This design comes from an exercise in tuning for small area on the open sky130 flow, not from production work. Function was checked by simulation only, so behaviour that the tests miss may differ from the original. Power and IR drop assume default switching activity.

`flow/run.sh`:
```
#!/bin/bash
# synth_recipe.tcl (not shown) runs the flow's synth.tcl, then flattens the netlist and writes it again
# the make line also repeats each setting of config.mk as NAME=value (left out here)
make -C /OpenROAD-flow-scripts/flow DESIGN_CONFIG=/design/flow/config.mk WORK_HOME=/design/flow/orfs CLKGATE_MAP_FILE= SYNTH_SCRIPT=/design/flow/synth_recipe.tcl finish
```
`flow/config.mk`:
```
export PLATFORM = sky130hd
export DESIGN_NAME = regfile
export DESIGN_NICKNAME = regfile
export VERILOG_FILES = /design/flow/design.v
export SDC_FILE = /design/flow/constraint.sdc
export NUM_CORES = 4
export LEC_CHECK = 0
export CAP_MARGIN = 35
export CORE_MARGIN = 2
export CORE_UTILIZATION = 25
export SLEW_MARGIN = 20
```
`flow/constraint.sdc`:
```
create_clock -name core_clock -period 10.0 [get_ports {clk}]
set_input_delay 2.0000 -clock core_clock [delete_from_list [all_inputs] [get_ports {clk}]]
set_output_delay 2.0000 -clock core_clock [all_outputs]
set_load 0.01 [all_outputs]
```
`flow/design.v`:
```
module regfile #(
   parameter int XLEN   = 32,
   parameter int ADDR_W = 5
) (
   input  logic              clk,
   input  logic              rst_n,
   input  logic [ADDR_W-1:0] r1_reg_name,
   output logic [XLEN-1:0]   r1_reg_val,
   input  logic [ADDR_W-1:0] r2_reg_name,
   output logic [XLEN-1:0]   r2_reg_val,
   input  logic              w_enable,
   input  logic [ADDR_W-1:0] w_reg_name,
   input  logic [XLEN-1:0]   w_reg_val
);
   localparam int NREG = 2 ** ADDR_W;
   logic [XLEN-1:0] regs_q [NREG];
   logic [XLEN-1:0] regs_d [NREG];
   always_comb begin
      for (int i = 0; i < NREG; i++) begin
         regs_d[i] = regs_q[i];
      end
      if (w_enable && (w_reg_name != '0)) begin
         regs_d[w_reg_name] = w_reg_val;
      end
      regs_d[0] = '0;
   end
   always_ff @(posedge clk) begin
      if (!rst_n) begin
         for (int i = 0; i < NREG; i++) begin
            regs_q[i] <= '0;
         end
      end else begin
         for (int i = 0; i < NREG; i++) begin
            regs_q[i] <= regs_d[i];
         end
      end
   end
   always_comb begin
      r1_reg_val = '0;
      r2_reg_val = '0;
      if (r1_reg_name != '0) begin
         r1_reg_val = regs_q[r1_reg_name];
      end
      if (r2_reg_name != '0) begin
         r2_reg_val = regs_q[r2_reg_name];
      end
   end
endmodule
```
==> results of run 1 <==
-- final cells by class --
class / instances / area [um^2] / share of cell area, %
multi-input cells: 4909 / 29400 / 47.7
flip-flops and latches: 992 / 19900 / 32.2
repair buffers: 406 / 4660 / 7.57
well taps: 2688 / 3360 / 5.46
clock buffers: 151 / 3200 / 5.19
clock inverters: 59 / 891 / 1.45
diodes: 72 / 180 / 0.292
inverters: 13 / 48.8 / 0.0792
-- worst reg2reg max path: stages, from the launching register on --
cell and delay, ns:
sky130_fd_sc_hd__dfxtp_1 0.55, sky130_fd_sc_hd__nand2_1 0.08, sky130_fd_sc_hd__a21boi_0 0.18
-- routing by layer --
metal | vias to the layer above | global-route usage (%)
li1 | 23000 | -
met1 | 29400 | 43.0
met2 | 6533 | 50.5
met3 | 2326 | 15.8
met4 | 32 | 33.0
met5 | - | 0.436
-- Yosys cell counts (11+ instances only) --
cell                        number
sky130_fd_sc_hd__o22ai_1        12
sky130_fd_sc_hd__o32ai_1        13
sky130_fd_sc_hd__nand2b_1       19
sky130_fd_sc_hd__a2bb2oi_1      13
sky130_fd_sc_hd__a32oi_1        32
sky130_fd_sc_hd__clkbuf_1      511
sky130_fd_sc_hd__or3_1          11
sky130_fd_sc_hd__a22oi_1       523
sky130_fd_sc_hd__nor2_1         99
sky130_fd_sc_hd__a22o_1         81
sky130_fd_sc_hd__nand3_1       112
sky130_fd_sc_hd__buf_4          22
sky130_fd_sc_hd__nand4_1       118
sky130_fd_sc_hd__a222oi_1       23
sky130_fd_sc_hd__and2_1         11
sky130_fd_sc_hd__dfxtp_1       992
sky130_fd_sc_hd__nor2b_1        20
sky130_fd_sc_hd__nor4_1         23
sky130_fd_sc_hd__nand2_1      2095
sky130_fd_sc_hd__and3_1        161
sky130_fd_sc_hd__inv_1          13
sky130_fd_sc_hd__mux2_2         34
sky130_fd_sc_hd__a21oi_1        42
sky130_fd_sc_hd__o2bb2ai_1      11
sky130_fd_sc_hd__a2111oi_0      34
sky130_fd_sc_hd__mux2i_1       119
sky130_fd_sc_hd__nor3b_1        13
sky130_fd_sc_hd__nor3_1         71
sky130_fd_sc_hd__a21boi_0      982
sky130_fd_sc_hd__a221oi_1       20
sky130_fd_sc_hd__o21ai_0        18
sky130_fd_sc_hd__or4_1          49
sky130_fd_sc_hd__buf_2          97
-- stage by stage --
stage | worst slack, ns | instances | instance area (um^2)
2_1_floorplan | 4.32 | 6560 | 51100
3_3_place_gp | 1.76 | 8912 | 55300
3_5_place_dp | 1.90 | 8994 | 57000
4_1_cts | 1.90 | 9204 | 61100
5_1_grt | 1.79 | 9226 | 61500
6_report | 1.68 | 9290 | 61600
-- logic make-up after synthesis --
kind of cell    Yosys count  share of synthesized area (%)
compound gates         1883                           28.2
simple gates           2871                           24.4
flops                   992                           38.8
buf+inv                 659                           5.38
mux                     155                           3.14
-- where the power goes --
part           internal, mW  switching (mW)
Sequential             3.98          0.0362
Combinational         0.199           0.689
Clock                  2.72            2.02
Total                  6.90            2.74
-- worst max-delay path by stage --
stage                endpoint  slack [ns]
3_3_place_gp   r2_reg_val[14]        1.76
2_1_floorplan   r2_reg_val[5]        4.32
4_1_cts        r1_reg_val[24]        1.90
6_report       r1_reg_val[29]        1.68
5_1_grt        r1_reg_val[29]        1.79
3_5_place_dp   r1_reg_val[24]        1.90
==> flow_results.xml, run 1 <==
<?xml version="1.0" encoding="UTF-8"?>
<metrics>
  <group name="floorplan">
    <metric name="io-pin-count" unit="">114</metric>
    <metric name="initial_core_util" unit="%">25.1</metric>
    <metric name="fp-row-count" unit="">166</metric>
    <metric name="core-area" unit="um^2">204000</metric>
    <metric name="die_w" unit="um">456</metric>
    <metric name="design.die.area" unit="um^2">208000</metric>
    <metric name="die_height" unit="um">456</metric>
  </group>
  <group name="critical_path">
    <metric name="critPathMaxStageDelay" unit="ns">0.77</metric>
    <metric name="r2r_slack" unit="ns">9.12</metric>
    <metric name="worstPathBufferInverterCount" unit="">4</metric>
    <metric name="critical_path_required" unit="ns">8.00</metric>
    <metric name="worstPathArrival" unit="ns">6.32</metric>
    <metric name="cpLargestDelayFamily" unit="">buffers and inverters</metric>
    <metric name="path_max_fanout" unit="">44</metric>
    <metric name="criticalPathCategory" unit="">input pin to output port</metric>
    <metric name="worst_r2r_endpoint" unit="">regs_q[7][5]</metric>
    <metric name="critPathLaunchType" unit="">input pin</metric>
    <metric name="ff2ff_path_depth" unit="">2</metric>
    <metric name="startpoint_of_the_most_critical_setup_path" unit="">r1_reg_name[4]</metric>
    <metric name="timing.rr.start" unit="">regs_q[7][5]</metric>
    <metric name="worst_setup_path_end_kind" unit="">output port</metric>
    <metric name="worstPathCellList" unit="">buf_4, buf_4, or2_2, nor2_4, buf_4, a2111oi_1, nand4_1, or4_1, clkdlybuf4s50_1</metric>
    <metric name="critical-path-slowest-cell" unit="">sky130_fd_sc_hd__buf_4</metric>
    <metric name="critical-path-top-cell-by-count" unit="">sky130_fd_sc_hd__buf_4</metric>
    <metric name="cp.depth" unit="">9</metric>
  </group>
  <group name="detailed_routing">
    <metric name="drt_iter0_markers" unit="">12300</metric>
    <metric name="top_signal_layer_used" unit="">met5</metric>
    <metric name="drt-total-wl" unit="um">402000</metric>
    <metric name="drt-vias-per-instance" unit="">6.60</metric>
    <metric name="met3WireLength" unit="um">58400</metric>
    <metric name="detail_route.first_pass.iterations" unit="">9</metric>
    <metric name="detail_route.wl_per_cell" unit="um">43.3</metric>
    <metric name="routedLengthMet1" unit="um">141000</metric>
    <metric name="route.vias.total" unit="">61300</metric>
    <metric name="detail-route-antenna-nets" unit="">0</metric>
    <metric name="drt_drc_violations_left" unit="">0</metric>
    <metric name="met2_routed_wl" unit="um">158000</metric>
  </group>
  <group name="final_layout">
    <metric name="syn2layout_area_growth" unit="%">20.5</metric>
    <metric name="mostFrequentLayoutCell" unit="">sky130_fd_sc_hd__nand2_1</metric>
    <metric name="largest_register_ff_count" unit="">992</metric>
    <metric name="final_util" unit="%">30.2</metric>
    <metric name="drive_above_1_share" unit="%">11.3</metric>
    <metric name="nFillCells" unit="">21500</metric>
    <metric name="finalNetCount" unit="">6485</metric>
    <metric name="layout_top_registers" unit="">regs_q (992)</metric>
    <metric name="layout_common_cells" unit="">sky130_fd_sc_hd__nand2_1, sky130_fd_sc_hd__dfxtp_1, sky130_fd_sc_hd__a21boi_0</metric>
    <metric name="registers.top_by_ff_count" unit="">regs_q</metric>
  </group>
  <group name="cts">
    <metric name="clkTransAtPathRegs" unit="ns">0.06</metric>
    <metric name="tritoncts.num_buffers" unit="">113</metric>
    <metric name="cts.path.max_buffers" unit="">3</metric>
    <metric name="cts.htree.levels" unit="">3</metric>
    <metric name="holdBufCountCts" unit="">0</metric>
    <metric name="clk-insertion-delay-late" unit="ns">0.83</metric>
    <metric name="cts.sinks" unit="">992</metric>
    <metric name="postCtsResizedCells" unit="">0</metric>
    <metric name="cts.repair_timing.setup_buffer_count" unit="">0</metric>
    <metric name="cts_tree" unit="">yes</metric>
    <metric name="cts_root_buf" unit="">sky130_fd_sc_hd__clkbuf_16</metric>
  </group>
  <group name="place">
    <metric name="dp.final_hpwl" unit="um">253000</metric>
    <metric name="gpl_wtd_cong" unit="">1.05</metric>
    <metric name="place.port_buffers" unit="">113</metric>
  </group>
  <group name="synthesis">
    <metric name="post_synth_num_cell_types" unit="">76</metric>
    <metric name="yosys_warnings" unit="">3</metric>
    <metric name="netlist.top_cell.by_area" unit="">sky130_fd_sc_hd__dfxtp_1</metric>
    <metric name="yosys_register_bits" unit="">992</metric>
    <metric name="ys_seq_area_share" unit="%">38.8</metric>
    <metric name="avgSynthCellArea" unit="um^2">7.79</metric>
    <metric name="synth_fp_nets" unit="">6610</metric>
    <metric name="synth-edff-count" unit="">0</metric>
    <metric name="area_share_of_the_largest_cell_type_after_synthesis" unit="%">38.8</metric>
    <metric name="yosys_most_used_dff" unit="">sky130_fd_sc_hd__dfxtp_1</metric>
    <metric name="post_synth_main_area_contributors" unit="">sky130_fd_sc_hd__dfxtp_1, sky130_fd_sc_hd__nand2_1, sky130_fd_sc_hd__a21boi_0, sky130_fd_sc_hd__a22oi_1, sky130_fd_sc_hd__clkbuf_1</metric>
    <metric name="async_flop_share" unit="%">0</metric>
    <metric name="netlist_area" unit="um^2">51100</metric>
    <metric name="synth_cells" unit="">6560</metric>
  </group>
  <group name="sta">
    <metric name="timing_worst_slew_pin_value" unit="ns">1.16</metric>
    <metric name="final_worst_path_period_need" unit="ns">8.32</metric>
    <metric name="rsz0062_at_grt" unit="">no</metric>
    <metric name="setup-tns-final" unit="ns">0</metric>
    <metric name="maxSlewHeadroom" unit="%">22.3</metric>
    <metric name="finClkSkew" unit="ns">0</metric>
    <metric name="timing.final.max_slew_violations" unit="">0</metric>
    <metric name="finalSetupViolations" unit="">0</metric>
    <metric name="fraction_of_the_cycle_the_final_worst_path_needs" unit="%">83.2</metric>
    <metric name="finalHoldViolations" unit="">0</metric>
    <metric name="fin_hold_ws" unit="ns">0.476</metric>
    <metric name="fmax" unit="MHz">120</metric>
  </group>
  <group name="pwr">
    <metric name="vdd_ir_drop_max" unit="mV">0.149</metric>
    <metric name="post-layout-total-power" unit="mW">9.65</metric>
    <metric name="power_per_cell_area" unit="nW/um^2">157</metric>
    <metric name="total_leakage_power" unit="nW">20.3</metric>
  </group>
  <group name="grt">
    <metric name="grt_first_pass_wirelength" unit="um">519000</metric>
    <metric name="pin_count_of_the_biggest_net_entering_global_routing" unit="">242</metric>
    <metric name="first_global_vias" unit="">54300</metric>
    <metric name="initial_antenna_violation_count" unit="">62</metric>
    <metric name="grt.total_usage" unit="%">36.8</metric>
    <metric name="grt_overflow_total" unit="">0</metric>
  </group>
  <group name="worst_hold_path">
    <metric name="timing.hold.worst_endpoint" unit="">regs_q[1][17]</metric>
    <metric name="holdCritPathClass" unit="">flop to flop</metric>
    <metric name="worst_hold_path_cell_count" unit="">2</metric>
    <metric name="min_from" unit="">regs_q[1][17]</metric>
  </group>
  <group name="flow_run">
    <metric name="cap_violations" unit="">0</metric>
  </group>
  <group name="status">
    <metric name="run_status" unit="">finished clean</metric>
  </group>
</metrics>
==> inputs of run 2 (changes only) <==
==> flow/design.v (replaced) <==
module regfile_aoi222 (
   input  logic a0, b0, a1, b1, a2, b2,
   output logic y
);
   assign y = ~((a0 & b0) | (a1 & b1) | (a2 & b2));
endmodule
module regfile_nand4 (
   input  logic a, b, c, d,
   output logic y
);
   assign y = ~(a & b & c & d);
endmodule
module regfile_nand2 (
   input  logic a, b,
   output logic y
);
   assign y = ~(a & b);
endmodule
module regfile_ao2111 (
   input  logic a, b, c, d, e,
   output logic y
);
   assign y = (a & b) | c | d | e;
endmodule
module regfile_ao22 (
   input  logic a0, b0, a1, b1,
   output logic y
);
   assign y = (a0 & b0) | (a1 & b1);
endmodule
module regfile_rdbit (
   input  logic [31:1] sel,
   input  logic [31:1] val,
   output logic        y
);
   logic [9:0] n;    
   logic [2:0] p;    
   for (genvar k = 0; k < 10; k++) begin : g_aoi
      regfile_aoi222 u_aoi (
         .a0(sel[3*k+1]), .b0(val[3*k+1]),
         .a1(sel[3*k+2]), .b1(val[3*k+2]),
         .a2(sel[3*k+3]), .b2(val[3*k+3]),
         .y(n[k])
      );
   end
   regfile_nand4 u_p0 (.a(n[0]), .b(n[1]), .c(n[2]), .d(n[3]), .y(p[0]));
   regfile_nand4 u_p1 (.a(n[4]), .b(n[5]), .c(n[6]), .d(n[7]), .y(p[1]));
   regfile_nand2 u_p2 (.a(n[8]), .b(n[9]), .y(p[2]));
   regfile_ao2111 u_out (.a(sel[31]), .b(val[31]), .c(p[0]), .d(p[1]), .e(p[2]), .y(y));
endmodule
module regfile #(
   parameter int XLEN   = 32,
   parameter int ADDR_W = 5
) (
   input  logic              clk,
   input  logic              rst_n,
   input  logic [ADDR_W-1:0] r1_reg_name,
   output logic [XLEN-1:0]   r1_reg_val,
   input  logic [ADDR_W-1:0] r2_reg_name,
   output logic [XLEN-1:0]   r2_reg_val,
   input  logic              w_enable,
   input  logic [ADDR_W-1:0] w_reg_name,
   input  logic [XLEN-1:0]   w_reg_val
);
   localparam int NREG = 2 ** ADDR_W;
   logic [XLEN-1:0] regs_q [1:NREG-1];
   logic [NREG-1:1] wr_row, hold_row, sel1, sel2;
   always_comb begin
      for (int i = 1; i < NREG; i++) begin
         wr_row[i]   = rst_n & w_enable & (w_reg_name == ADDR_W'(i));
         hold_row[i] = rst_n & ~(w_enable & (w_reg_name == ADDR_W'(i)));
         sel1[i]     = (r1_reg_name == ADDR_W'(i));
         sel2[i]     = (r2_reg_name == ADDR_W'(i));
      end
   end
   logic [XLEN-1:0] regs_d [1:NREG-1];
   for (genvar i = 1; i < NREG; i++) begin : g_wr
      for (genvar b = 0; b < XLEN; b++) begin : g_bit
         regfile_ao22 u_d (
            .a0(wr_row[i]), .b0(w_reg_val[b]),
            .a1(hold_row[i]), .b1(regs_q[i][b]),
            .y(regs_d[i][b])
         );
      end
   end
   always_ff @(posedge clk) begin
      for (int i = 1; i < NREG; i++) begin
         regs_q[i] <= regs_d[i];
      end
   end
   for (genvar b = 0; b < XLEN; b++) begin : g_rd
      logic [NREG-1:1] col;
      for (genvar i = 1; i < NREG; i++) begin : g_col
         assign col[i] = regs_q[i][b];
      end
      regfile_rdbit u_rd1 (.sel(sel1), .val(col), .y(r1_reg_val[b]));
      regfile_rdbit u_rd2 (.sel(sel2), .val(col), .y(r2_reg_val[b]));
   end
endmodule
--- a/flow/config.mk
+++ b/flow/config.mk
@@ -9,3 +9,4 @@
 export CORE_MARGIN = 2
-export CORE_UTILIZATION = 25
+export CORE_UTILIZATION = 55
 export SLEW_MARGIN = 20
+export SYNTH_HIERARCHICAL = 1
==> flow_results.xml, run 2 <==
<?xml version="1.0" encoding="UTF-8"?>
<metrics>
  <group name="detailed_routing">
    <metric name="detail_route.wl_per_cell" unit="um">40.6</metric>
    <metric name="drt_iter0_markers" unit="">9780</metric>
    <metric name="detail_route.first_pass.iterations" unit="">17</metric>
    <metric name="drt-total-wl" unit="um">178000</metric>
    <metric name="route.vias.total" unit="">39200</metric>
    <metric name="drt_drc_violations_left" unit="">0</metric>
    <metric name="drt-vias-per-instance" unit="">8.93</metric>
    <metric name="detail-route-antenna-nets" unit="">0</metric>
  </group>
  <group name="floorplan">
    <metric name="initial_core_util" unit="%">55.3</metric>
    <metric name="die_height" unit="um">266</metric>
    <metric name="fp-row-count" unit="">96</metric>
    <metric name="io-pin-count" unit="">114</metric>
    <metric name="design.die.area" unit="um^2">70800</metric>
    <metric name="die_w" unit="um">266</metric>
    <metric name="core-area" unit="um^2">68300</metric>
  </group>
  <group name="pwr">
    <metric name="post-layout-total-power" unit="mW">8.55</metric>
    <metric name="p_sw_share" unit="%">23.8</metric>
    <metric name="share_comb_of_total_power" unit="%">5.3</metric>
    <metric name="total_switching_power" unit="mW">2.03</metric>
    <metric name="p_int" unit="mW">6.52</metric>
    <metric name="vdd_ir_drop_max" unit="mV">0.197</metric>
    <metric name="power_per_cell_area" unit="nW/um^2">187</metric>
    <metric name="clock_power_share" unit="%">47.9</metric>
    <metric name="total_leakage_power" unit="nW">16.9</metric>
    <metric name="power.share.sequential" unit="%">46.8</metric>
  </group>
  <group name="status">
    <metric name="run_status" unit="">finished clean</metric>
  </group>
  <group name="final_layout">
    <metric name="finish.cell_count_without_fillers" unit="">4390</metric>
    <metric name="drive_above_1_share" unit="%">12.6</metric>
    <metric name="registers.top_by_ff_count" unit="">regs_q</metric>
    <metric name="multiInputGateArea" unit="um^2">18400</metric>
    <metric name="seq_area" unit="um^2">19900</metric>
    <metric name="fin_area" unit="um^2">45700</metric>
    <metric name="final_util" unit="%">66.9</metric>
    <metric name="layout_top_registers" unit="">regs_q (992)</metric>
    <metric name="nFillCells" unit="">5026</metric>
    <metric name="syn2layout_area_growth" unit="%">21.1</metric>
    <metric name="layout_common_cells" unit="">sky130_fd_sc_hd__a22o_1, sky130_fd_sc_hd__dfxtp_1, sky130_fd_sc_hd__a222oi_1</metric>
    <metric name="finalNetCount" unit="">3474</metric>
    <metric name="largest_register_ff_count" unit="">992</metric>
  </group>
  <group name="flow_run">
    <metric name="cap_violations" unit="">0</metric>
  </group>
  <group name="critical_path">
    <metric name="worst_setup_path_end_kind" unit="">output port</metric>
    <metric name="critical_path_required" unit="ns">8.00</metric>
    <metric name="worst_r2r_endpoint" unit="">regs_q[23][2]</metric>
    <metric name="criticalPathCategory" unit="">input pin to output port</metric>
    <metric name="r2r_slack" unit="ns">9.31</metric>
    <metric name="ff2ff_path_depth" unit="">1</metric>
    <metric name="path_max_fanout" unit="">19</metric>
    <metric name="worstPathArrival" unit="ns">5.94</metric>
    <metric name="critPathLaunchType" unit="">input pin</metric>
    <metric name="timing.rr.start" unit="">regs_q[23][2]</metric>
  </group>
  <group name="sta">
    <metric name="finalSetupViolations" unit="">0</metric>
    <metric name="finalHoldViolations" unit="">0</metric>
    <metric name="fmax" unit="MHz">126</metric>
    <metric name="rsz0062_at_grt" unit="">no</metric>
    <metric name="timing_worst_slew_pin_value" unit="ns">0.990</metric>
    <metric name="worst_slack" unit="ns">2.06</metric>
    <metric name="setup-tns-final" unit="ns">0</metric>
    <metric name="final_worst_path_period_need" unit="ns">7.94</metric>
    <metric name="finClkSkew" unit="ns">0</metric>
    <metric name="fraction_of_the_cycle_the_final_worst_path_needs" unit="%">79.4</metric>
    <metric name="fin_hold_ws" unit="ns">0.497</metric>
    <metric name="timing.final.max_slew_violations" unit="">0</metric>
    <metric name="maxSlewHeadroom" unit="%">33.9</metric>
  </group>
  <group name="synthesis">
    <metric name="yosys_most_used_dff" unit="">sky130_fd_sc_hd__dfxtp_1</metric>
    <metric name="yosys_register_bits" unit="">992</metric>
    <metric name="netlist.top_cell.by_area" unit="">sky130_fd_sc_hd__dfxtp_1</metric>
    <metric name="yosys_warnings" unit="">10</metric>
    <metric name="synth-edff-count" unit="">0</metric>
    <metric name="ys_seq_area_share" unit="%">52.6</metric>
    <metric name="area_share_of_the_largest_cell_type_after_synthesis" unit="%">52.6</metric>
    <metric name="avgSynthCellArea" unit="um^2">12.3</metric>
    <metric name="post_synth_num_cell_types" unit="">23</metric>
    <metric name="yosys-top-cells-count" unit="">sky130_fd_sc_hd__a22o_1, sky130_fd_sc_hd__dfxtp_1, sky130_fd_sc_hd__a222oi_1</metric>
    <metric name="async_flop_share" unit="%">0</metric>
    <metric name="synth_fp_nets" unit="">3120</metric>
    <metric name="synth_cells" unit="">3070</metric>
    <metric name="post_synth_main_area_contributors" unit="">sky130_fd_sc_hd__dfxtp_1, sky130_fd_sc_hd__a22o_1, sky130_fd_sc_hd__a222oi_1, sky130_fd_sc_hd__nand4_1, sky130_fd_sc_hd__a2111o_1</metric>
    <metric name="netlist_area" unit="um^2">37800</metric>
  </group>
  <group name="grt">
    <metric name="grt_busiest_layer" unit="">met2</metric>
    <metric name="grt_overflow_total" unit="">0</metric>
    <metric name="grt.total_usage" unit="%">48.0</metric>
    <metric name="initial_antenna_violation_count" unit="">8</metric>
    <metric name="met3_usage" unit="%">17.0</metric>
    <metric name="grt_first_pass_wirelength" unit="um">254000</metric>
    <metric name="met2_usage" unit="%">69.1</metric>
    <metric name="pin_count_of_the_biggest_net_entering_global_routing" unit="">34</metric>
    <metric name="first_global_vias" unit="">37600</metric>
    <metric name="grt_met1_use" unit="%">60.8</metric>
  </group>
  <group name="place">
    <metric name="dp.final_hpwl" unit="um">103000</metric>
    <metric name="placed_cells" unit="">4202</metric>
    <metric name="place.port_buffers" unit="">113</metric>
    <metric name="pre_cts_slack" unit="ns">2.30</metric>
    <metric name="detailed_place.area" unit="um^2">42100</metric>
    <metric name="gpl_wtd_cong" unit="">0.980</metric>
  </group>
  <group name="cts">
    <metric name="cts_tree" unit="">yes</metric>
    <metric name="clkTransAtPathRegs" unit="ns">0.06</metric>
    <metric name="cts.repair_timing.setup_buffer_count" unit="">0</metric>
    <metric name="clk-insertion-delay-late" unit="ns">0.68</metric>
    <metric name="cts.path.max_buffers" unit="">3</metric>
    <metric name="cts.sinks" unit="">992</metric>
    <metric name="postCtsResizedCells" unit="">0</metric>
    <metric name="cts_root_buf" unit="">sky130_fd_sc_hd__clkbuf_16</metric>
    <metric name="holdBufCountCts" unit="">0</metric>
    <metric name="cts.htree.levels" unit="">3</metric>
    <metric name="tritoncts.num_buffers" unit="">102</metric>
  </group>
  <group name="worst_hold_path">
    <metric name="timing.hold.worst_endpoint" unit="">regs_q[26][17]</metric>
    <metric name="worst_hold_path_cell_count" unit="">1</metric>
    <metric name="min_from" unit="">regs_q[26][17]</metric>
    <metric name="holdCritPathClass" unit="">flop to flop</metric>
  </group>
</metrics>
-- run 2: cell type report --
cell class                 count  share of cell area, %
sequential                   992                   43.4
clock buffer                 147                   6.61
antenna                        2                 0.0109
multi-input combinational   2056                   40.2
tap                          882                   2.41
timing repair buffer         272                   6.14
clock inverter                39                   1.26
-- run 2: per-module statistics from Yosys (local to each module, per instance), a selection --
module	cells	cell area [um^2]	copies in the design	flops+latches
regfile_nand2	1	3.75	64	0
regfile	1182	20900	1	992
regfile_aoi222	1	10.0	640	0
regfile_nand4	1	6.26	128	0
regfile_ao2111	1	11.3	64	0
regfile_ao22	1	8.76	992	0
-- run 2: power by group through the flow --
stage / clock [mW] / sequential (mW) / combinational [mW]
floorplan: 0 / 4.08 / 0.136
global placement: 0 / 4.09 / 0.385
detailed placement: 0 / 4.09 / 0.417
CTS: 4.08 / 4.00 / 0.418
global route: 4.25 / 4.01 / 0.440
finish: 4.10 / 4.01 / 0.449
-- run 2: how the worst max path moves through the flow --
stage | startpoint | end | slack [ns] | depth (start not counted)
floorplan | r1_reg_name[2] | r1_reg_val[0] | 3.27 | 5
detailed placement | r2_reg_name[0] | r2_reg_val[22] | 2.30 | 8
finish | r2_reg_name[0] | r2_reg_val[2] | 2.06 | 8
global placement | r2_reg_name[0] | r2_reg_val[22] | 2.19 | 7
CTS | r2_reg_name[0] | r2_reg_val[22] | 2.31 | 8
global route | r1_reg_name[0] | r1_reg_val[12] | 2.11 | 8
-- run 2: per-layer routing --
| layer | vias to the layer above | share of wire, % |
|---|---|---|
| li1 | 15200 | - |
| met1 | 18800 | 34 |
| met2 | 4075 | 40 |
| met3 | 1079 | 17 |
| met4 | 12 | 8.3 |
| met5 | - | 0.079 |
-- run 2: cell families after synthesis --
group	synth area share [%]
buffers and inverters	0.311
and+or+nand+nor	4.60
AOI/OAI and AO/OA	42.5
DFF	52.6
-- run 2: worst max-delay path, stage by stage --
cell	delay (ns)
sky130_fd_sc_hd__clkdlybuf4s50_1	0.92
sky130_fd_sc_hd__or3b_2	0.61
sky130_fd_sc_hd__nor2_4	0.65
sky130_fd_sc_hd__buf_4	0.45
sky130_fd_sc_hd__a222oi_1	0.22
sky130_fd_sc_hd__nand4_1	0.35
sky130_fd_sc_hd__a2111o_1	0.17
sky130_fd_sc_hd__clkdlybuf4s50_1	0.54
==> inputs of run 3 (changes only) <==
--- a/flow/config.mk
+++ b/flow/config.mk
@@ -7,6 +7,10 @@
 export LEC_CHECK = 0
-export CAP_MARGIN = 35
+export CAP_MARGIN = 10
 export CORE_MARGIN = 2
-export CORE_UTILIZATION = 55
-export SLEW_MARGIN = 20
+export CORE_UTILIZATION = 35
+export CTS_BUF_LIST = sky130_fd_sc_hd__clkbuf_4 sky130_fd_sc_hd__clkbuf_8
+export CTS_CLUSTER_DIAMETER = 60
+export CTS_CLUSTER_SIZE = 16
+export PLACE_DENSITY = 0.45
+export SLEW_MARGIN = 10
 export SYNTH_HIERARCHICAL = 1
==> flow_results.xml, run 3 <==
<?xml version="1.0" encoding="UTF-8"?>
<metrics>
  <group name="detailed_routing">
    <metric name="drt-total-wl" unit="um">204000</metric>
    <metric name="drt-vias-per-instance" unit="">7.84</metric>
    <metric name="detail-route-antenna-nets" unit="">0</metric>
    <metric name="detail_route.first_pass.iterations" unit="">13</metric>
    <metric name="route.vias.total" unit="">38500</metric>
    <metric name="drt_iter0_markers" unit="">8157</metric>
    <metric name="detail_route.wl_per_cell" unit="um">41.5</metric>
    <metric name="drt_drc_violations_left" unit="">0</metric>
  </group>
  <group name="grt">
    <metric name="grt_first_pass_wirelength" unit="um">281000</metric>
    <metric name="grt_overflow_total" unit="">0</metric>
    <metric name="grt.total_usage" unit="%">34.8</metric>
    <metric name="first_global_vias" unit="">37200</metric>
    <metric name="pin_count_of_the_biggest_net_entering_global_routing" unit="">34</metric>
    <metric name="initial_antenna_violation_count" unit="">8</metric>
  </group>
  <group name="critical_path">
    <metric name="r2r_slack" unit="ns">9.34</metric>
    <metric name="critical_path_required" unit="ns">8.00</metric>
    <metric name="worst_r2r_endpoint" unit="">regs_q[13][22]</metric>
    <metric name="worstPathCellList" unit="">clkdlybuf4s50_1, or3_1, nor2_4, buf_4, a222oi_1, nand4_1, a2111o_1, clkdlybuf4s50_1</metric>
    <metric name="critical-path-top-cell-by-count" unit="">sky130_fd_sc_hd__clkdlybuf4s50_1</metric>
    <metric name="critPathMaxStageDelay" unit="ns">0.97</metric>
    <metric name="cpLargestDelayFamily" unit="">simple AND/OR/NAND/NOR gates</metric>
    <metric name="cp.depth" unit="">8</metric>
    <metric name="critPathLaunchType" unit="">input pin</metric>
    <metric name="worstPathArrival" unit="ns">6.18</metric>
    <metric name="worstPathBufferInverterCount" unit="">3</metric>
    <metric name="ff2ff_path_depth" unit="">1</metric>
    <metric name="criticalPathCategory" unit="">input pin to output port</metric>
    <metric name="worst_setup_path_end_kind" unit="">output port</metric>
    <metric name="critical-path-slowest-cell" unit="">sky130_fd_sc_hd__nor2_4</metric>
    <metric name="timing.rr.start" unit="">regs_q[13][22]</metric>
    <metric name="path_max_fanout" unit="">20</metric>
  </group>
  <group name="sta">
    <metric name="maxSlewHeadroom" unit="%">14.0</metric>
    <metric name="finalHoldViolations" unit="">0</metric>
    <metric name="fmax" unit="MHz">122</metric>
    <metric name="final_worst_path_period_need" unit="ns">8.18</metric>
    <metric name="rsz0062_at_grt" unit="">no</metric>
    <metric name="timing_worst_slew_pin_value" unit="ns">1.29</metric>
    <metric name="setup-tns-final" unit="ns">0</metric>
    <metric name="finClkSkew" unit="ns">0</metric>
    <metric name="worst_slack" unit="ns">1.82</metric>
    <metric name="timing.final.max_slew_violations" unit="">0</metric>
    <metric name="finalSetupViolations" unit="">0</metric>
    <metric name="fraction_of_the_cycle_the_final_worst_path_needs" unit="%">81.8</metric>
  </group>
  <group name="final_layout">
    <metric name="layout_common_cells" unit="">sky130_fd_sc_hd__a22o_1, sky130_fd_sc_hd__dfxtp_1, sky130_fd_sc_hd__a222oi_1</metric>
    <metric name="largest_register_ff_count" unit="">992</metric>
    <metric name="syn2layout_area_growth" unit="%">18.3</metric>
    <metric name="fin_area" unit="um^2">44700</metric>
    <metric name="layout_top_registers" unit="">regs_q (992)</metric>
    <metric name="nFillCells" unit="">10100</metric>
    <metric name="drive_above_1_share" unit="%">13.3</metric>
    <metric name="finalNetCount" unit="">3461</metric>
    <metric name="registers.top_by_ff_count" unit="">regs_q</metric>
  </group>
  <group name="floorplan">
    <metric name="die_w" unit="um">333</metric>
    <metric name="initial_core_util" unit="%">35.3</metric>
    <metric name="io-pin-count" unit="">114</metric>
    <metric name="core-area" unit="um^2">107000</metric>
    <metric name="fp-row-count" unit="">120</metric>
    <metric name="die_height" unit="um">333</metric>
    <metric name="design.die.area" unit="um^2">111000</metric>
  </group>
  <group name="synthesis">
    <metric name="async_flop_share" unit="%">0</metric>
    <metric name="synth_cells" unit="">3070</metric>
    <metric name="synth-edff-count" unit="">0</metric>
    <metric name="yosys_most_used_dff" unit="">sky130_fd_sc_hd__dfxtp_1</metric>
    <metric name="yosys-top-cells-count" unit="">sky130_fd_sc_hd__a22o_1, sky130_fd_sc_hd__dfxtp_1, sky130_fd_sc_hd__a222oi_1</metric>
    <metric name="avgSynthCellArea" unit="um^2">12.3</metric>
    <metric name="netlist_area" unit="um^2">37800</metric>
    <metric name="ys_seq_area_share" unit="%">52.6</metric>
    <metric name="yosys_register_bits" unit="">992</metric>
    <metric name="synth_fp_nets" unit="">3120</metric>
    <metric name="yosys_warnings" unit="">10</metric>
    <metric name="post_synth_num_cell_types" unit="">23</metric>
    <metric name="netlist.top_cell.by_area" unit="">sky130_fd_sc_hd__dfxtp_1</metric>
    <metric name="post_synth_main_area_contributors" unit="">sky130_fd_sc_hd__dfxtp_1, sky130_fd_sc_hd__a22o_1, sky130_fd_sc_hd__a222oi_1, sky130_fd_sc_hd__nand4_1, sky130_fd_sc_hd__a2111o_1</metric>
    <metric name="area_share_of_the_largest_cell_type_after_synthesis" unit="%">52.6</metric>
  </group>
  <group name="place">
    <metric name="gpl_wtd_cong" unit="">0.913</metric>
    <metric name="pre_cts_slack" unit="ns">1.99</metric>
    <metric name="place.port_buffers" unit="">113</metric>
    <metric name="dp.final_hpwl" unit="um">115000</metric>
    <metric name="detailed_place.area" unit="um^2">42200</metric>
  </group>
  <group name="pwr">
    <metric name="total_leakage_power" unit="nW">16.1</metric>
    <metric name="power_per_cell_area" unit="nW/um^2">169</metric>
    <metric name="vdd_ir_drop_max" unit="mV">0.0956</metric>
  </group>
  <group name="cts">
    <metric name="clkTransAtPathRegs" unit="ns">0.08</metric>
    <metric name="cts.path.max_buffers" unit="">3</metric>
    <metric name="postCtsResizedCells" unit="">0</metric>
    <metric name="cts.repair_timing.setup_buffer_count" unit="">0</metric>
    <metric name="cts_root_buf" unit="">sky130_fd_sc_hd__clkbuf_8</metric>
    <metric name="cts.sinks" unit="">992</metric>
    <metric name="tritoncts.num_buffers" unit="">103</metric>
    <metric name="cts.htree.levels" unit="">3</metric>
    <metric name="cts_tree" unit="">yes</metric>
    <metric name="holdBufCountCts" unit="">0</metric>
    <metric name="clk-insertion-delay-late" unit="ns">0.80</metric>
  </group>
  <group name="status">
    <metric name="run_status" unit="">finished clean</metric>
  </group>
  <group name="worst_hold_path">
    <metric name="worst_hold_path_cell_count" unit="">1</metric>
    <metric name="timing.hold.worst_endpoint" unit="">regs_q[20][11]</metric>
    <metric name="min_from" unit="">regs_q[20][11]</metric>
    <metric name="holdCritPathClass" unit="">flop to flop</metric>
  </group>
  <group name="flow_run">
    <metric name="cap_violations" unit="">0</metric>
  </group>
</metrics>
==> run 3: cell count changes in the layout (fill, tap and decap cells not counted), moves of 14 or more <==
cell / change
sky130_fd_sc_hd__clkbuf_8: +81
sky130_fd_sc_hd__buf_4: +21
sky130_fd_sc_hd__inv_6: +23
sky130_fd_sc_hd__clkbuf_16: -104
sky130_fd_sc_hd__o21a_2: +14
sky130_fd_sc_hd__o21a_1: -14
sky130_fd_sc_hd__buf_16: -14
sky130_fd_sc_hd__clkbuf_1: -17
==> run 3: worst max-delay path by stage <==
| stage | startpoint | end | slack [ns] |
|---|---|---|---|
| 2_1_floorplan | r1_reg_name[2] | r1_reg_val[0] | 3.27 |
| 3_3_place_gp | r2_reg_name[3] | r2_reg_val[10] | 2.10 |
| 3_5_place_dp | r2_reg_name[3] | r2_reg_val[10] | 1.99 |
| 4_1_cts | r2_reg_name[0] | r2_reg_val[10] | 1.99 |
| 5_1_grt | r2_reg_name[0] | r2_reg_val[16] | 1.81 |
| 6_report | r2_reg_name[0] | r2_reg_val[16] | 1.82 |
==> run 3: power breakdown <==
group | internal [mW] | total (mW) | switching, mW
sequential | 3.98 | 4.00 | 0.0238
combinational | 0.0836 | 0.450 | 0.366
clock | 1.37 | 3.12 | 1.75
total | 5.43 | 7.57 | 2.14
==> run 3: logic make-up after synthesis <==
| logic type | after synthesis | share of synthesized area [%] |
|---|---|---|
| AND/OR/NAND/NOR | 329 | 4.60 |
| flip-flops | 992 | 52.6 |
| AO/OA/AOI/OAI | 1727 | 42.5 |
| buffers and inverters | 22 | 0.311 |
==> run 3: per-layer routing <==
layer / part of all wire (%) / track usage (%) / wire, um
met1: 39 / 44.7 / 79300
met2: 43 / 52.5 / 87900
met3: 13 / 11.0 / 26200
met4: 5.1 / 17.6 / 10300
met5: 0.028 / 0 / 57
==> run 3: cell type report <==
class                      count  area [um^2]  share of cell area, %
clock buffer                 111         1500                   3.36
sequential                   992        19900                   44.4
multi-input combinational   2056        18400                   41.2
antenna                        5         12.5                 0.0280
timing repair buffer         258         2210                   4.95
tap                         1403         1760                   3.93
clock inverter                83          931                   2.08
==> run 3: metrics by stage <==
step,power (mW),cells,hold WS [ns],util (%)
2_1_floorplan,4.22,3070,0.460,-
3_3_place_gp,4.51,4708,0.472,39.5
3_5_place_dp,4.52,4708,0.477,39.5
4_1_cts,7.59,4902,0.503,41.7
5_1_grt,7.76,4905,0.512,41.7
6_report,7.57,4908,0.501,41.8
==> run 3: per-module statistics from Yosys, one instance, submodules excluded, a selection <==
module,copies in the design,flops+latches
regfile_aoi222,640,0
regfile_nand2,64,0
regfile_nand4,128,0
regfile_ao22,992,0
regfile,1,992
regfile_ao2111,64,0
==> inputs of run 4 (changes only) <==
==> flow/flow/run.sh (new file) <==
#!/bin/bash
# The standard layout, with two changes made through ORFS's own variables:
# the port buffers are the smallest buffer, and clock tree synthesis uses
# small clock buffers with larger sink clusters and no dummy loads.
set -euo pipefail
export BUFFER_PORTS_ARGS="-buffer_cell sky130_fd_sc_hd__buf_1"
export CTS_ARGS="-sink_clustering_enable -repair_clock_nets -buf_list {sky130_fd_sc_hd__clkbuf_4 sky130_fd_sc_hd__clkbuf_8} -sink_clustering_size 16 -sink_clustering_max_diameter 60 -dont_use_dummy_load"
bash standard.sh > standard.log 2>&1
==> flow/standard.sh (new file) <==
#!/bin/bash
# synth_recipe.tcl (not shown) runs the flow's synth.tcl, then flattens the netlist and writes it again
# the make line also repeats each setting of config.mk as NAME=value (left out here)
make -C /OpenROAD-flow-scripts/flow DESIGN_CONFIG=/design/flow/config.mk WORK_HOME=/design/flow/orfs CLKGATE_MAP_FILE= SYNTH_SCRIPT=/design/flow/synth_recipe.tcl "${@:-finish}"
--- a/flow/config.mk
+++ b/flow/config.mk
@@ -10,5 +10,2 @@
 export CORE_UTILIZATION = 35
-export CTS_BUF_LIST = sky130_fd_sc_hd__clkbuf_4 sky130_fd_sc_hd__clkbuf_8
-export CTS_CLUSTER_DIAMETER = 60
-export CTS_CLUSTER_SIZE = 16
 export PLACE_DENSITY = 0.45
removed: flow/run.sh
==> flow_results.xml, run 4 <==
<?xml version="1.0" encoding="UTF-8"?>
<metrics>
  <group name="status">
    <metric name="run_status" unit="">finished clean</metric>
  </group>
  <group name="critical_path">
    <metric name="r2r_slack" unit="ns">9.31</metric>
    <metric name="criticalPathCategory" unit="">input pin to output port</metric>
    <metric name="startpoint_of_the_most_critical_setup_path" unit="">r1_reg_name[0]</metric>
    <metric name="worst_r2r_endpoint" unit="">regs_q[31][9]</metric>
    <metric name="critPathLaunchType" unit="">input pin</metric>
    <metric name="ff2ff_path_depth" unit="">1</metric>
    <metric name="worst_setup_path_end_kind" unit="">output port</metric>
    <metric name="critical_path_required" unit="ns">8.00</metric>
    <metric name="path_max_fanout" unit="">17</metric>
    <metric name="timing.rr.start" unit="">regs_q[31][9]</metric>
    <metric name="worstPathArrival" unit="ns">5.49</metric>
  </group>
  <group name="grt">
    <metric name="first_global_vias" unit="">36500</metric>
    <metric name="grt_overflow_total" unit="">0</metric>
    <metric name="grt.total_usage" unit="%">34.6</metric>
    <metric name="pin_count_of_the_biggest_net_entering_global_routing" unit="">34</metric>
    <metric name="initial_antenna_violation_count" unit="">7</metric>
    <metric name="grt_first_pass_wirelength" unit="um">280000</metric>
  </group>
  <group name="synthesis">
    <metric name="yosys-top-cells-count" unit="">sky130_fd_sc_hd__a22o_1, sky130_fd_sc_hd__dfxtp_1, sky130_fd_sc_hd__a222oi_1</metric>
    <metric name="async_flop_share" unit="%">0</metric>
    <metric name="post_synth_num_cell_types" unit="">23</metric>
    <metric name="synth-edff-count" unit="">0</metric>
    <metric name="synth_fp_nets" unit="">3120</metric>
    <metric name="netlist_area" unit="um^2">37800</metric>
    <metric name="post_synth_main_area_contributors" unit="">sky130_fd_sc_hd__dfxtp_1, sky130_fd_sc_hd__a22o_1, sky130_fd_sc_hd__a222oi_1, sky130_fd_sc_hd__nand4_1, sky130_fd_sc_hd__a2111o_1</metric>
    <metric name="netlist.top_cell.by_area" unit="">sky130_fd_sc_hd__dfxtp_1</metric>
    <metric name="avgSynthCellArea" unit="um^2">12.3</metric>
    <metric name="yosys_register_bits" unit="">992</metric>
    <metric name="ys_seq_area_share" unit="%">52.6</metric>
    <metric name="area_share_of_the_largest_cell_type_after_synthesis" unit="%">52.6</metric>
    <metric name="yosys_most_used_dff" unit="">sky130_fd_sc_hd__dfxtp_1</metric>
    <metric name="yosys_warnings" unit="">10</metric>
    <metric name="synth_cells" unit="">3070</metric>
  </group>
  <group name="sta">
    <metric name="fraction_of_the_cycle_the_final_worst_path_needs" unit="%">74.9</metric>
    <metric name="rsz0062_at_grt" unit="">no</metric>
    <metric name="setup-tns-final" unit="ns">0</metric>
    <metric name="fmax" unit="MHz">133</metric>
    <metric name="final_worst_path_period_need" unit="ns">7.49</metric>
    <metric name="finClkSkew" unit="ns">0</metric>
    <metric name="finalSetupViolations" unit="">0</metric>
    <metric name="timing.final.max_slew_violations" unit="">0</metric>
    <metric name="finalHoldViolations" unit="">0</metric>
    <metric name="timing_worst_slew_pin_value" unit="ns">1.29</metric>
    <metric name="maxSlewHeadroom" unit="%">13.9</metric>
  </group>
  <group name="pwr">
    <metric name="share_comb_of_total_power" unit="%">6.5</metric>
    <metric name="clock_power_share" unit="%">33.8</metric>
    <metric name="p_int" unit="mW">4.91</metric>
    <metric name="total_switching_power" unit="mW">1.79</metric>
    <metric name="p_sw_share" unit="%">26.8</metric>
    <metric name="power_per_cell_area" unit="nW/um^2">156</metric>
    <metric name="power.share.sequential" unit="%">59.7</metric>
    <metric name="vdd_ir_drop_max" unit="mV">0.0809</metric>
    <metric name="total_leakage_power" unit="nW">15.3</metric>
  </group>
  <group name="cts">
    <metric name="cts.path.max_buffers" unit="">3</metric>
    <metric name="cts.htree.levels" unit="">3</metric>
    <metric name="cts_tree" unit="">yes</metric>
    <metric name="holdBufCountCts" unit="">0</metric>
    <metric name="tritoncts.num_buffers" unit="">97</metric>
    <metric name="cts_root_buf" unit="">sky130_fd_sc_hd__clkbuf_8</metric>
    <metric name="cts.repair_timing.setup_buffer_count" unit="">0</metric>
    <metric name="postCtsResizedCells" unit="">0</metric>
    <metric name="clk-insertion-delay-late" unit="ns">0.79</metric>
    <metric name="cts.sinks" unit="">992</metric>
    <metric name="clkTransAtPathRegs" unit="ns">0.06</metric>
  </group>
  <group name="floorplan">
    <metric name="die_w" unit="um">333</metric>
    <metric name="io-pin-count" unit="">114</metric>
    <metric name="initial_core_util" unit="%">35.3</metric>
    <metric name="design.die.area" unit="um^2">111000</metric>
    <metric name="die_height" unit="um">333</metric>
    <metric name="core-area" unit="um^2">107000</metric>
    <metric name="fp-row-count" unit="">120</metric>
  </group>
  <group name="final_layout">
    <metric name="finish.cell_count_without_fillers" unit="">4814</metric>
    <metric name="largest_register_ff_count" unit="">992</metric>
    <metric name="finalNetCount" unit="">3456</metric>
    <metric name="registers.top_by_ff_count" unit="">regs_q</metric>
    <metric name="syn2layout_area_growth" unit="%">13.6</metric>
    <metric name="drive_above_1_share" unit="%">10.9</metric>
    <metric name="layout_top_registers" unit="">regs_q (992)</metric>
    <metric name="layout_common_cells" unit="">sky130_fd_sc_hd__a22o_1, sky130_fd_sc_hd__dfxtp_1, sky130_fd_sc_hd__a222oi_1</metric>
  </group>
  <group name="detailed_routing">
    <metric name="detail-route-antenna-nets" unit="">0</metric>
    <metric name="drt_iter0_markers" unit="">8190</metric>
    <metric name="drt-total-wl" unit="um">202000</metric>
    <metric name="drt-vias-per-instance" unit="">7.94</metric>
    <metric name="detail_route.first_pass.iterations" unit="">14</metric>
    <metric name="drt_drc_violations_left" unit="">0</metric>
    <metric name="route.vias.total" unit="">38200</metric>
    <metric name="detail_route.wl_per_cell" unit="um">41.9</metric>
  </group>
  <group name="place">
    <metric name="dp.final_hpwl" unit="um">110000</metric>
    <metric name="placed_cells" unit="">4710</metric>
    <metric name="place.port_buffers" unit="">113</metric>
    <metric name="gpl_wtd_cong" unit="">0.921</metric>
  </group>
  <group name="worst_hold_path">
    <metric name="timing.hold.worst_endpoint" unit="">regs_q[23][24]</metric>
    <metric name="worst_hold_path_cell_count" unit="">1</metric>
    <metric name="holdCritPathClass" unit="">flop to flop</metric>
    <metric name="min_from" unit="">regs_q[23][24]</metric>
  </group>
  <group name="flow_run">
    <metric name="cap_violations" unit="">0</metric>
  </group>
</metrics>
## run 4: cell counts after synthesis
No cell type changed its count.
## run 4: worst max path at each step
stage | endpoint | slack, ns | depth (start not counted)
6_report | r1_reg_val[11] | 2.51 | 8
5_1_grt | r1_reg_val[11] | 2.63 | 8
2_1_floorplan | r1_reg_val[0] | 3.27 | 5
3_5_place_dp | r1_reg_val[11] | 2.78 | 8
3_3_place_gp | r1_reg_val[8] | 2.80 | 8
4_1_cts | r1_reg_val[8] | 2.77 | 8
## run 4: kinds of logic after synthesis
group,count (synthesis),share of synthesized area (%)
simple gates,329,4.60
flops,992,52.6
compound gates,1727,42.5
buf+inv,22,0.311
## run 4: metal layers
| layer | vias to the layer above | share of wire [%] | global-route usage, % |
|---|---|---|---|
| li1 | 15100 | - | - |
| met1 | 19100 | 39 | 45.7 |
| met2 | 3331 | 43 | 51.6 |
| met3 | 703 | 13 | 9.50 |
| met4 | 4 | 5.4 | 17.1 |
| met5 | - | 0.065 | 0 |
## run 4: through the flow
stage               power, mW  hold slack (ns)  cell area (um^2)  util (%)  worst slack [ns]
floorplan                4.22            0.460             37800         -              3.27
global placement         4.50            0.472             41600      38.8              2.80
detailed placement       4.51            0.477             41600      38.8              2.78
CTS                      6.71            0.496             42900      40.1              2.77
global route             6.86            0.510             42900      40.1              2.63
finish                   6.70            0.500             42900      40.1              2.51
## run 4: layout make-up
cell class / instances / area, um^2
tap: 1403 / 1760
fill: 10200 / 64100
clock buffer: 97 / 1340
sequential: 992 / 19900
multi-input combinational: 2056 / 18400
timing repair buffer: 259 / 1530
antenna: 7 / 17.5
## run 4: power by group through the flow
stage | sequential [mW] | clock [mW] | combinational [mW]
after floorplan | 4.08 | 0 | 0.136
after global placement | 4.09 | 0 | 0.408
after detailed placement | 4.09 | 0 | 0.415
after CTS | 4.00 | 2.29 | 0.415
after global routing | 4.00 | 2.42 | 0.434
final | 4.00 | 2.27 | 0.435
## run 4: per-module statistics from Yosys, one instance, submodules excluded, excerpt
module,copies in the design,flip-flops and latches
regfile_ao2111,64,0
regfile_ao22,992,0
regfile,1,992
regfile_nand2,64,0
regfile_aoi222,640,0
regfile_nand4,128,0
## run 4: worst max-delay path, cell delays in order
cell and delay [ns]:
sky130_fd_sc_hd__buf_1 0.62, sky130_fd_sc_hd__or3b_2 0.63, sky130_fd_sc_hd__nor2_4 0.69, sky130_fd_sc_hd__buf_4 0.44
sky130_fd_sc_hd__a222oi_1 0.17, sky130_fd_sc_hd__nand4_1 0.46, sky130_fd_sc_hd__a2111o_1 0.27, sky130_fd_sc_hd__buf_1 0.17
==> inputs of run 5 (changes only) <==
--- a/flow/design.v
+++ b/flow/design.v
@@ -50,2 +50,39 @@
 endmodule
+module regfile_and2 (
+   input  logic a, b,
+   output logic y
+);
+   assign y = a & b;
+endmodule
+module regfile_nor2 (
+   input  logic a, b,
+   output logic y
+);
+   assign y = ~(a | b);
+endmodule
+module regfile_dec2n (
+   input  logic [1:0] a,
+   output logic [3:0] yn
+);
+   always_comb begin
+      for (int k = 0; k < 4; k++) yn[k] = (a == 2'(k));
+   end
+endmodule
+module regfile_dec3n (
+   input  logic [2:0] a,
+   output logic [7:0] yn
+);
+   always_comb begin
+      for (int k = 0; k < 8; k++) yn[k] = (a == 3'(k));
+   end
+endmodule
+module regfile_dec3en (
+   input  logic [2:0] a,
+   input  logic       en,
+   output logic [7:0] yn
+);
+   always_comb begin
+      for (int k = 0; k < 8; k++) yn[k] = en & (a == 3'(k));
+   end
+endmodule
 module regfile #(
@@ -67,9 +104,16 @@
    logic [NREG-1:1] wr_row, hold_row, sel1, sel2;
-   always_comb begin
-      for (int i = 1; i < NREG; i++) begin
-         wr_row[i]   = rst_n & w_enable & (w_reg_name == ADDR_W'(i));
-         hold_row[i] = rst_n & ~(w_enable & (w_reg_name == ADDR_W'(i)));
-         sel1[i]     = (r1_reg_name == ADDR_W'(i));
-         sel2[i]     = (r2_reg_name == ADDR_W'(i));
-      end
+   logic [3:0] r1_lo, r2_lo, w_lo;
+   logic [7:0] r1_hi, r2_hi, w_hi;
+   regfile_dec2n u_r1_lo (.a(r1_reg_name[1:0]), .yn(r1_lo));
+   regfile_dec3n u_r1_hi (.a(r1_reg_name[4:2]), .yn(r1_hi));
+   regfile_dec2n u_r2_lo (.a(r2_reg_name[1:0]), .yn(r2_lo));
+   regfile_dec3n u_r2_hi (.a(r2_reg_name[4:2]), .yn(r2_hi));
+   regfile_dec2n u_w_lo  (.a(w_reg_name[1:0]),  .yn(w_lo));
+   regfile_dec3en u_w_hi (.a(w_reg_name[4:2]), .en(w_enable & rst_n), .yn(w_hi));
+   wire rst = ~rst_n;
+   for (genvar i = 1; i < NREG; i++) begin : g_dec
+      regfile_and2  u_s1 (.a(r1_hi[i/4]), .b(r1_lo[i%4]), .y(sel1[i]));
+      regfile_and2  u_s2 (.a(r2_hi[i/4]), .b(r2_lo[i%4]), .y(sel2[i]));
+      regfile_and2  u_w  (.a(w_hi[i/4]),  .b(w_lo[i%4]),  .y(wr_row[i]));
+      regfile_nor2  u_h  (.a(wr_row[i]),  .b(rst),        .y(hold_row[i]));
    end
--- a/flow/config.mk
+++ b/flow/config.mk
@@ -9,4 +9,3 @@
 export CORE_MARGIN = 2
-export CORE_UTILIZATION = 35
-export PLACE_DENSITY = 0.45
+export CORE_UTILIZATION = 45
 export SLEW_MARGIN = 10
==> flow_results.xml, run 5 <==
<?xml version="1.0" encoding="UTF-8"?>
<metrics>
  <group name="synthesis">
    <metric name="post_synth_num_cell_types" unit="">20</metric>
    <metric name="netlist.top_cell.by_area" unit="">sky130_fd_sc_hd__dfxtp_1</metric>
    <metric name="area_share_of_the_largest_cell_type_after_synthesis" unit="%">52.6</metric>
    <metric name="yosys_register_bits" unit="">992</metric>
    <metric name="yosys_warnings" unit="">13</metric>
    <metric name="ys_seq_area_share" unit="%">52.6</metric>
    <metric name="yosys-top-cells-count" unit="">sky130_fd_sc_hd__a22o_1, sky130_fd_sc_hd__dfxtp_1, sky130_fd_sc_hd__a222oi_1</metric>
    <metric name="yosys_most_used_dff" unit="">sky130_fd_sc_hd__dfxtp_1</metric>
    <metric name="synth-edff-count" unit="">0</metric>
    <metric name="avgSynthCellArea" unit="um^2">12.4</metric>
    <metric name="netlist_area" unit="um^2">37700</metric>
    <metric name="synth_fp_nets" unit="">3092</metric>
    <metric name="synth_cells" unit="">3042</metric>
    <metric name="post_synth_main_area_contributors" unit="">sky130_fd_sc_hd__dfxtp_1, sky130_fd_sc_hd__a22o_1, sky130_fd_sc_hd__a222oi_1, sky130_fd_sc_hd__nand4_1, sky130_fd_sc_hd__a2111o_1</metric>
    <metric name="async_flop_share" unit="%">0</metric>
  </group>
  <group name="status">
    <metric name="run_status" unit="">finished clean</metric>
  </group>
  <group name="cts">
    <metric name="tritoncts.num_buffers" unit="">83</metric>
    <metric name="cts.htree.levels" unit="">3</metric>
    <metric name="cts_tree" unit="">yes</metric>
    <metric name="cts_root_buf" unit="">sky130_fd_sc_hd__clkbuf_8</metric>
    <metric name="cts.sinks" unit="">992</metric>
    <metric name="holdBufCountCts" unit="">0</metric>
    <metric name="cts.repair_timing.setup_buffer_count" unit="">0</metric>
    <metric name="clk-insertion-delay-late" unit="ns">0.74</metric>
    <metric name="clkTransAtPathRegs" unit="ns">0.04</metric>
    <metric name="cts.path.max_buffers" unit="">3</metric>
    <metric name="postCtsResizedCells" unit="">0</metric>
  </group>
  <group name="critical_path">
    <metric name="critPathMaxStageDelay" unit="ns">0.98</metric>
    <metric name="worstPathCellList" unit="">buf_1, nor3b_1, and2_2, a222oi_1, nand4_1, a2111o_1, buf_1</metric>
    <metric name="critical-path-slowest-cell" unit="">sky130_fd_sc_hd__and2_2</metric>
    <metric name="path_max_fanout" unit="">32</metric>
    <metric name="criticalPathCategory" unit="">input pin to output port</metric>
    <metric name="critical_path_required" unit="ns">8.00</metric>
    <metric name="worst_setup_path_end_kind" unit="">output port</metric>
    <metric name="critical-path-top-cell-by-count" unit="">sky130_fd_sc_hd__buf_1</metric>
    <metric name="worstPathArrival" unit="ns">4.89</metric>
    <metric name="critPathLaunchType" unit="">input pin</metric>
  </group>
  <group name="floorplan">
    <metric name="core-area" unit="um^2">83300</metric>
    <metric name="io-pin-count" unit="">114</metric>
    <metric name="design.die.area" unit="um^2">86200</metric>
    <metric name="initial_core_util" unit="%">45.3</metric>
    <metric name="die_height" unit="um">294</metric>
    <metric name="die_w" unit="um">294</metric>
    <metric name="fp-row-count" unit="">106</metric>
  </group>
  <group name="final_layout">
    <metric name="registers.top_by_ff_count" unit="">regs_q</metric>
    <metric name="finalNetCount" unit="">3407</metric>
    <metric name="syn2layout_area_growth" unit="%">10.8</metric>
    <metric name="layout_common_cells" unit="">sky130_fd_sc_hd__a22o_1, sky130_fd_sc_hd__dfxtp_1, sky130_fd_sc_hd__a222oi_1</metric>
    <metric name="layout_top_registers" unit="">regs_q (992)</metric>
    <metric name="largest_register_ff_count" unit="">992</metric>
    <metric name="drive_above_1_share" unit="%">9.21</metric>
  </group>
  <group name="sta">
    <metric name="final_worst_path_period_need" unit="ns">6.89</metric>
    <metric name="finalHoldViolations" unit="">0</metric>
    <metric name="timing.final.max_slew_violations" unit="">0</metric>
    <metric name="fraction_of_the_cycle_the_final_worst_path_needs" unit="%">68.9</metric>
    <metric name="maxSlewHeadroom" unit="%">5.20</metric>
    <metric name="fin_hold_ws" unit="ns">0.494</metric>
    <metric name="finClkSkew" unit="ns">0</metric>
    <metric name="finalSetupViolations" unit="">0</metric>
    <metric name="timing_worst_slew_pin_value" unit="ns">1.42</metric>
    <metric name="rsz0062_at_grt" unit="">no</metric>
    <metric name="setup-tns-final" unit="ns">0</metric>
    <metric name="fmax" unit="MHz">145</metric>
  </group>
  <group name="grt">
    <metric name="grt_first_pass_wirelength" unit="um">264000</metric>
    <metric name="first_global_vias" unit="">37300</metric>
    <metric name="pin_count_of_the_biggest_net_entering_global_routing" unit="">34</metric>
    <metric name="grt_overflow_total" unit="">0</metric>
    <metric name="initial_antenna_violation_count" unit="">10</metric>
    <metric name="grt.total_usage" unit="%">41.5</metric>
  </group>
  <group name="detailed_routing">
    <metric name="route.vias.total" unit="">38500</metric>
    <metric name="detail_route.first_pass.iterations" unit="">13</metric>
    <metric name="drt-vias-per-instance" unit="">8.67</metric>
    <metric name="drt_drc_violations_left" unit="">0</metric>
    <metric name="detail-route-antenna-nets" unit="">0</metric>
    <metric name="drt_iter0_markers" unit="">10300</metric>
    <metric name="drt-total-wl" unit="um">188000</metric>
    <metric name="detail_route.wl_per_cell" unit="um">42.3</metric>
  </group>
  <group name="flow_run">
    <metric name="cap_violations" unit="">0</metric>
  </group>
  <group name="place">
    <metric name="gpl_wtd_cong" unit="">0.950</metric>
    <metric name="dp.final_hpwl" unit="um">102000</metric>
    <metric name="place.port_buffers" unit="">113</metric>
  </group>
  <group name="pwr">
    <metric name="vdd_ir_drop_max" unit="mV">0.0909</metric>
    <metric name="power_per_cell_area" unit="nW/um^2">155</metric>
    <metric name="total_leakage_power" unit="nW">15.3</metric>
  </group>
  <group name="worst_hold_path">
    <metric name="holdCritPathClass" unit="">flop to flop</metric>
  </group>
</metrics>
run 5: cell families (layout without fill, tap and decap cells):
| logic type | count (synthesis) | count (layout) | share of synthesized area, % |
|---|---|---|---|
| AOI/OAI and AO/OA | 1696 | 1696 | 41.9 |
| and+or+nand+nor | 353 | 353 | 5.44 |
| buffers and inverters | 1 | 314 | 0.00994 |
| other | 0 | 4 | 0 |
| DFF | 992 | 992 | 52.6 |
run 5: Yosys stat by module (local to each module, per instance), a selection:
module	flops+latches	times used	cell area (um^2)
regfile_ao22	0	992	8.76
regfile_nand2	0	64	3.75
regfile	992	1	19900
regfile_ao2111	0	64	11.3
regfile_nand4	0	128	6.26
regfile_dec2n	0	3	26.3
run 5: layout make-up:
cell class | instances | area (um^2)
repair buffers | 230 | 1320
diodes | 4 | 10.0
inverters | 1 | 3.75
fillers | 7353 | 41500
clock buffers | 83 | 1140
well taps | 1080 | 1350
flip-flops and latches | 992 | 19900
multi-input cells | 2049 | 18100
run 5: worst paths after layout:
| path | from | end | slack, ns | depth (start not counted) |
|---|---|---|---|---|
| min reg2reg | regs_q[8][19] | regs_q[8][19] | 0.49 | 1 |
| min | regs_q[8][19] | regs_q[8][19] | 0.49 | 1 |
| max reg2reg | regs_q[25][16] | regs_q[25][16] | 9.30 | 1 |
| max | r1_reg_name[4] | r1_reg_val[26] | 3.11 | 7 |
run 5: critical path: cells and delay by family:
family                 cells  cell delay [ns]
buffers and inverters      2             0.42
AOI/OAI and AO/OA          2             0.61
and+or+nand+nor            3             1.77
run 5: power by group:
part | switching (mW) | internal, mW
Sequential | 0.0248 | 3.98
Combinational | 0.332 | 0.0664
Clock | 1.33 | 0.742
run 5: metrics by stage:
step | std cells | instance area (um^2) | util (%) | total power [mW] | setup WS, ns
3_3_place_gp | 4351 | 40600 | 48.8 | 4.45 | 3.41
4_1_cts | 4434 | 41800 | 50.2 | 6.44 | 3.35
3_5_place_dp | 4351 | 40600 | 48.8 | 4.46 | 3.37
5_1_grt | 4436 | 41800 | 50.2 | 6.60 | 3.18
6_report | 4439 | 41800 | 50.2 | 6.48 | 3.11
2_1_floorplan | 3042 | 37700 | - | 4.21 | 4.45
run 5: layer usage:
| metal | up-vias | part of all wire [%] | GRT usage (%) |
|---|---|---|---|
| met5 | - | 0.10 | 1.02 |
| met3 | 997 | 17 | 16.8 |
| met1 | 18600 | 35 | 51.8 |
| met4 | 10 | 7.3 | 25.5 |
| li1 | 14800 | - | - |
| met2 | 3990 | 41 | 59.4 |
==> inputs of run 6 (changes only) <==
--- a/flow/config.mk
+++ b/flow/config.mk
@@ -7,6 +7,6 @@
 export LEC_CHECK = 0
-export CAP_MARGIN = 10
+export CAP_MARGIN = 35
 export CORE_MARGIN = 2
 export CORE_UTILIZATION = 45
-export SLEW_MARGIN = 10
+export SLEW_MARGIN = 20
 export SYNTH_HIERARCHICAL = 1
==> flow_results.xml, run 6 <==
<?xml version="1.0" encoding="UTF-8"?>
<metrics>
  <group name="detailed_routing">
    <metric name="met2_routed_wl" unit="um">78000</metric>
    <metric name="drt-total-wl" unit="um">189000</metric>
    <metric name="detail-route-antenna-nets" unit="">0</metric>
    <metric name="detail_route.first_pass.iterations" unit="">14</metric>
  </group>
  <group name="sta">
    <metric name="finClkSkew" unit="ns">0</metric>
    <metric name="finalSetupViolations" unit="">0</metric>
    <metric name="final_worst_path_period_need" unit="ns">6.73</metric>
  </group>
  <group name="final_layout">
    <metric name="syn2layout_area_growth" unit="%">13.8</metric>
    <metric name="largest_register_ff_count" unit="">992</metric>
    <metric name="finalNetCount" unit="">3451</metric>
  </group>
  <group name="synthesis">
    <metric name="area_share_of_the_largest_cell_type_after_synthesis" unit="%">52.6</metric>
    <metric name="post_synth_mux_area_share" unit="%">0</metric>
    <metric name="yosys-top-cells-count" unit="">sky130_fd_sc_hd__a22o_1, sky130_fd_sc_hd__dfxtp_1, sky130_fd_sc_hd__a222oi_1</metric>
    <metric name="synth_fa_ha_area_share" unit="%">0</metric>
    <metric name="yosys_warnings" unit="">13</metric>
    <metric name="ys_seq_area_share" unit="%">52.6</metric>
  </group>
  <group name="critical_path">
    <metric name="critical_path_required" unit="ns">8.00</metric>
    <metric name="worst_r2r_endpoint" unit="">regs_q[26][16]</metric>
    <metric name="worst_setup_path_end_kind" unit="">output port</metric>
    <metric name="critPathLaunchType" unit="">input pin</metric>
  </group>
  <group name="place">
    <metric name="gpl_wtd_cong" unit="">0.950</metric>
    <metric name="place.port_buffers" unit="">113</metric>
  </group>
  <group name="floorplan">
    <metric name="core-area" unit="um^2">83300</metric>
    <metric name="fp-row-count" unit="">106</metric>
    <metric name="die_w" unit="um">294</metric>
  </group>
  <group name="status">
    <metric name="run_status" unit="">finished clean</metric>
  </group>
  <group name="cts">
    <metric name="postCtsResizedCells" unit="">0</metric>
    <metric name="clk-insertion-delay-late" unit="ns">0.72</metric>
    <metric name="cts_tree" unit="">yes</metric>
    <metric name="tritoncts.num_buffers" unit="">81</metric>
  </group>
  <group name="grt">
    <metric name="grt_first_pass_wirelength" unit="um">266000</metric>
    <metric name="grt_overflow_total" unit="">0</metric>
  </group>
  <group name="pwr">
    <metric name="power_per_cell_area" unit="nW/um^2">151</metric>
  </group>
  <group name="worst_hold_path">
    <metric name="timing.hold.worst_endpoint" unit="">regs_q[11][23]</metric>
  </group>
</metrics>
==> run 6: cell count changes in the layout (fill, tap and decap cells not counted) <==
cell | before | now
sky130_fd_sc_hd__nor2_2 | 6 | 5
sky130_fd_sc_hd__nor2_4 | 25 | 26
sky130_fd_sc_hd__clkbuf_8 | 83 | 81
sky130_fd_sc_hd__buf_16 | 0 | 31
sky130_fd_sc_hd__buf_12 | 1 | 13
sky130_fd_sc_hd__buf_8 | 0 | 3
sky130_fd_sc_hd__diode_2 | 4 | 2
==> run 6: worst max path at each step <==
stage	from	endpoint	slack (ns)	cells past startpoint
2_1_floorplan	r1_reg_name[0]	r1_reg_val[0]	4.45	5
3_3_place_gp	r1_reg_name[4]	r1_reg_val[26]	3.41	7
3_5_place_dp	r1_reg_name[4]	r1_reg_val[9]	3.44	7
4_1_cts	r1_reg_name[4]	r1_reg_val[9]	3.42	7
5_1_grt	r2_reg_name[3]	r2_reg_val[26]	3.30	8
6_report	r2_reg_name[3]	r2_reg_val[26]	3.27	8
==> run 6: cell type report <==
cell class / count / area, um^2 / share of cell area, %
antenna: 2 / 5.00 / 0.0117
clock buffer: 81 / 1110 / 2.60
inverter: 1 / 3.75 / 0.00874
multi-input combinational: 2049 / 18100 / 42.3
sequential: 992 / 19900 / 46.3
tap: 1080 / 1350 / 3.15
timing repair buffer: 276 / 2450 / 5.72
==> run 6: metrics by stage <==
stage	instance area, um^2	utilization (%)	setup WS [ns]	std cells
after floorplan	37700	-	4.45	3042
after global placement	40600	48.8	3.41	4351
after detailed placement	41700	50.1	3.44	4394
after CTS	42800	51.4	3.42	4475
after global routing	42900	51.5	3.30	4480
final	42900	51.5	3.27	4481
==> run 6: cell families (layout without fill, tap and decap cells) <==
kind of cell,Yosys count,in the layout
other,0,2
flip-flops,992,992
AO/OA/AOI/OAI,1696,1696
AND/OR/NAND/NOR,353,353
buffers and inverters,1,358
==> run 6: metal layers <==
layer,up-vias,track usage [%]
met5,-,0
met2,3841,60.1
li1,15000,-
met4,10,24.1
met1,19000,52.9
met3,922,16.8
==> run 6: critical path, cell delays in order <==
cell and delay (ns):
sky130_fd_sc_hd__buf_1 0.24, sky130_fd_sc_hd__and3b_2 0.27, sky130_fd_sc_hd__and2_2 0.43, sky130_fd_sc_hd__buf_16 0.28, sky130_fd_sc_hd__a222oi_1 0.40, sky130_fd_sc_hd__nand4_1 0.34, sky130_fd_sc_hd__a2111o_1 0.58, sky130_fd_sc_hd__buf_1 0.17
==> run 6: modules after synthesis (local to each module, per instance), excerpt <==
module / area, um^2 / flops+latches / times used / cells
regfile: 19900 / 992 / 1 / 994
regfile_ao2111: 11.3 / 0 / 64 / 1
regfile_ao22: 8.76 / 0 / 992 / 1
regfile_dec2n: 26.3 / 0 / 3 / 4
regfile_dec3en: 96.3 / 0 / 1 / 8
regfile_dec3n: 65.1 / 0 / 2 / 8
regfile_nand2: 3.75 / 0 / 64 / 1
regfile_nand4: 6.26 / 0 / 128 / 1
regfile_nor2: 3.75 / 0 / 31 / 1
==> run 6: where the power goes <==
| part | internal [mW] | switching (mW) | total [mW] | leakage (nW) |
|---|---|---|---|---|
| Clock | 0.726 | 1.33 | 2.06 | 0.582 |
| Sequential | 3.98 | 0.0249 | 4.00 | 8.00 |
| Combinational | 0.0940 | 0.340 | 0.434 | 7.22 |
| Total | 4.80 | 1.69 | 6.49 | 15.8 |

Check on run 6: ideal ports give 3.273 ns setup slack; a clkbuf_16 on the clock port and buf_2 on the inputs give 3.224 ns; moving port delays by the midpoint clock arrival (0.775 ns) as well gives 3.224 ns.
